This design comes from an exercise in tuning for small area and a short achievable clock period on the open sky130 flow, not from production work.
Where RTL was checked, it was by simulation tests only, not by an equivalence proof against the original.

// fpmul_queue_wrapper
module fpmul_queue_wrapper #(
  parameter int DW    = 32,
  parameter int DEPTH = 4,
  parameter int CNT_W = $clog2(DEPTH) + 1
) (
  input  logic          Clk,
  input  logic          Rst_n,
  input  logic [2:0]    A,
  input  logic          WE,
  input  logic          RE,
  input  logic [DW-1:0] InData,
  output logic [DW-1:0] OutData,
  output logic          irq,
  output logic          done_sig
);
For scale: about 1800 cells after synthesis.
clock: 12.0 ns
lec_check: 0
cap_margin: 20
core_margin: 2
core_utilization: 40
slew_margin: 20
synth_hierarchical: 1
standard.sh (not shown) runs the stock make flow with config.mk's settings and CLKGATE_MAP_FILE= SYNTH_SCRIPT=/design/flow/synth_recipe.tcl, a recipe that flattens the netlist after the stock synthesis.
==> flow/flow/run.sh <==
#!/bin/bash
set -euo pipefail
CTS="-sink_clustering_enable -repair_clock_nets -dont_use_dummy_load"
CTS="$CTS -buf_list {sky130_fd_sc_hd__clkbuf_8 sky130_fd_sc_hd__clkbuf_16}"
CTS="$CTS -sink_clustering_size 20 -sink_clustering_max_diameter 100"
bash standard.sh SETUP_SLACK_MARGIN=5.3 "CTS_ARGS=$CTS" finish > standard.log 2>&1
The starting point completed with no timing, DRC or antenna violations.
Edit:
==> flow/flow/run.sh (replaced) <==
#!/bin/bash
set -euo pipefail
CTS="-sink_clustering_enable -repair_clock_nets -dont_use_dummy_load"
CTS="$CTS -buf_list {sky130_fd_sc_hd__clkbuf_8 sky130_fd_sc_hd__clkbuf_16}"
CTS="$CTS -sink_clustering_size 20 -sink_clustering_max_diameter 100"
bash standard.sh SETUP_SLACK_MARGIN=5.9 "CTS_ARGS=$CTS" finish > standard.log 2>&1
Result: The new run finished with timing, DRC and antenna clean; die area is unchanged; wire length climbs by about 0.5%; register-to-register slack improved by 0.63 ns; worst setup slack improved by 0.49 ns; via count went up by about 1.5%; final area went up by about 0.8%; cell count is higher by about 0.8%; non-clock buffer count is higher by 20; global-route usage rose by 0.20 points; flip-flop and latch count stays the same.
Edit:
==> flow/flow/run.sh (replaced) <==
#!/bin/bash
set -euo pipefail
CTS="-sink_clustering_enable -repair_clock_nets -dont_use_dummy_load"
CTS="$CTS -buf_list {sky130_fd_sc_hd__clkbuf_8 sky130_fd_sc_hd__clkbuf_16}"
CTS="$CTS -sink_clustering_size 20 -sink_clustering_max_diameter 100"
bash standard.sh SETUP_SLACK_MARGIN=6.1 "CTS_ARGS=$CTS" finish > standard.log 2>&1
=> Clock skew goes up by 0.013 ns. Sequential cell count does not change. Final area goes up by about 1.8%. Wire length goes up by about 2.8%. Global-route usage goes up by 0.29 points. Register-to-register slack gains 0.16 ns. Setup slack gains 0.026 ns. Count of clock-buffer cells in the layout is unchanged.
Edit:
==> flow/flow/run.sh (replaced) <==
#!/bin/bash
set -euo pipefail
CTS="-sink_clustering_enable -repair_clock_nets -dont_use_dummy_load"
CTS="$CTS -buf_list {sky130_fd_sc_hd__clkbuf_8 sky130_fd_sc_hd__clkbuf_16}"
CTS="$CTS -sink_clustering_size 20 -sink_clustering_max_diameter 100"
bash standard.sh SETUP_SLACK_MARGIN=5.6 "CTS_ARGS=$CTS" finish > standard.log 2>&1
Effect:
- synthesized area does not change
- setup slack is worse by 0.24 ns
- die area stays the same
- maximum frequency falls by a few percent
No run of this note included a check of the RTL's function; only the layout flow was run.

---

fpmul_queue_wrapper, a different RTL version from the one above (not shown whole).
Size: about 520 flip-flops, roughly 73 I/O pins.
Settings: LEC_CHECK=0, CAP_MARGIN=20, CORE_MARGIN=2, CORE_UTILIZATION=40, SLEW_MARGIN=20, SYNTH_HIERARCHICAL=1; clock period 12.0 ns.
==> flow/flow/run.sh <==
#!/bin/bash
set -euo pipefail
CTS="-sink_clustering_enable -repair_clock_nets -dont_use_dummy_load"
CTS="$CTS -buf_list {sky130_fd_sc_hd__clkbuf_8 sky130_fd_sc_hd__clkbuf_16}"
CTS="$CTS -sink_clustering_size 26 -sink_clustering_max_diameter 110"
bash standard.sh SETUP_SLACK_MARGIN=5.9 "CTS_ARGS=$CTS" \
  "BUFFER_PORTS_ARGS=-buffer_cell sky130_fd_sc_hd__buf_1" \
  "PRE_IO_PLACEMENT_TCL=$PWD/flow/io.tcl" finish > standard.log 2>&1
==> flow/flow/io.tcl <==
# Keep the bus ports whose paths run from input to output (A, WE, RE to OutData,
# done_sig) together on one edge of the die.
set pins {A[0] A[1] A[2] WE RE done_sig irq}
for {set i 0} {$i < 32} {incr i} { lappend pins "OutData\[$i\]" }
set_io_pin_constraint -pin_names $pins -region left:*
The baseline finished with timing, DRC and antenna clean.
Then changed:
--- a/flow/flow/run.sh
+++ b/flow/flow/run.sh
@@ -6,3 +6,2 @@
 bash standard.sh SETUP_SLACK_MARGIN=5.9 "CTS_ARGS=$CTS" \
-  "BUFFER_PORTS_ARGS=-buffer_cell sky130_fd_sc_hd__buf_1" \
-  "PRE_IO_PLACEMENT_TCL=$PWD/flow/io.tcl" finish > standard.log 2>&1
+  "BUFFER_PORTS_ARGS=-buffer_cell sky130_fd_sc_hd__buf_2" finish > standard.log 2>&1
CAP_MARGIN = 5   (was 20)
SLEW_MARGIN = 5   (was 20)
removed: flow/flow/io.tcl
After rerunning: Hold slack barely changes. Non-clock buffer count goes up by 4. Maximum frequency goes up by 1.8%.
Then changed:
CAP_MARGIN = 20   (was 5)
SLEW_MARGIN = 20   (was 5)
Non-clock buffer count does not change.
Area after synthesis is unchanged.
Final area does not change.
Via count stays the same.
Global-route usage is unchanged.
Then changed:
==> flow/flow/run.sh (replaced) <==
#!/bin/bash
set -euo pipefail
CTS="-sink_clustering_enable -repair_clock_nets -dont_use_dummy_load"
CTS="$CTS -buf_list {sky130_fd_sc_hd__clkbuf_8 sky130_fd_sc_hd__clkbuf_16}"
CTS="$CTS -sink_clustering_size 26 -sink_clustering_max_diameter 110"
bash standard.sh SETUP_SLACK_MARGIN=6.2 "CTS_ARGS=$CTS" \
  "BUFFER_PORTS_ARGS=-buffer_cell sky130_fd_sc_hd__buf_1" \
  "PRE_IO_PLACEMENT_TCL=$PWD/flow/io.tcl" finish > standard.log 2>&1
==> flow/flow/io.tcl (new file) <==
# Keep the bus ports whose paths run from input to output (A, WE, RE to OutData,
# done_sig) together on one edge of the die.
set pins {A[0] A[1] A[2] WE RE done_sig irq}
for {set i 0} {$i < 32} {incr i} { lappend pins "OutData\[$i\]" }
set_io_pin_constraint -pin_names $pins -region left:*
Effect:
- The changed run completed without violations
- die area is unchanged
- core utilization goes up by 0.94 points
- worst hold slack is about the same
- non-clock buffer count grows by 15

## port drivers added, routing unchanged
Ports are ideal in the flow. The routed layouts listed here were re-timed in OpenROAD. Step 1 assumes that a clkbuf_16 drives the clock port and a buf_2 every other input. Step 2 also shifts input and output timing later by t, the mid clock arrival at the registers, as if the neighbouring blocks saw the same clock. a / b / c = ideal ports / drivers / drivers and shift; a / b = the first two.
run	t, ns	setup WS [ns]	worst hold slack (ns)	worst setup path after step 2	slew at the worst register clock pin (ns)
the first run of note 1	0.647	5.397 / 5.359 / 5.359	0.463 / 0.463 / 0.463	input to output	0.09 / 0.09
the second run of note 1	0.635	5.890 / 5.831 / 5.831	0.476 / 0.476 / 0.476	input to output	0.09 / 0.09
the third run of note 1	0.635	5.917 / 5.850 / 5.850	0.472 / 0.472 / 0.472	input to output	0.09 / 0.09
the fourth run of note 1	0.645	5.681 / 5.649 / 5.649	0.464 / 0.464 / 0.464	input to output	0.09 / 0.09
the first run of note 2	0.618	5.821 / 5.799 / 5.799	0.479 / 0.479 / 0.479	input to output	0.11 / 0.11
the second run of note 2	0.615	5.932 / 5.901 / 5.901	0.478 / 0.478 / 0.478	input to output	0.11 / 0.11
the third run of note 2	0.615	5.932 / 5.901 / 5.901	0.478 / 0.478 / 0.478	input to output	0.11 / 0.11
the fourth run of note 2	0.627	6.081 / 6.004 / 6.004	0.480 / 0.480 / 0.480	input to output	0.11 / 0.11
After both steps every run listed still meets setup and hold. The setup slack of the fourth run of note 2, which loses most, moves by -0.077 ns with the drivers and by -0.077 ns with both steps.
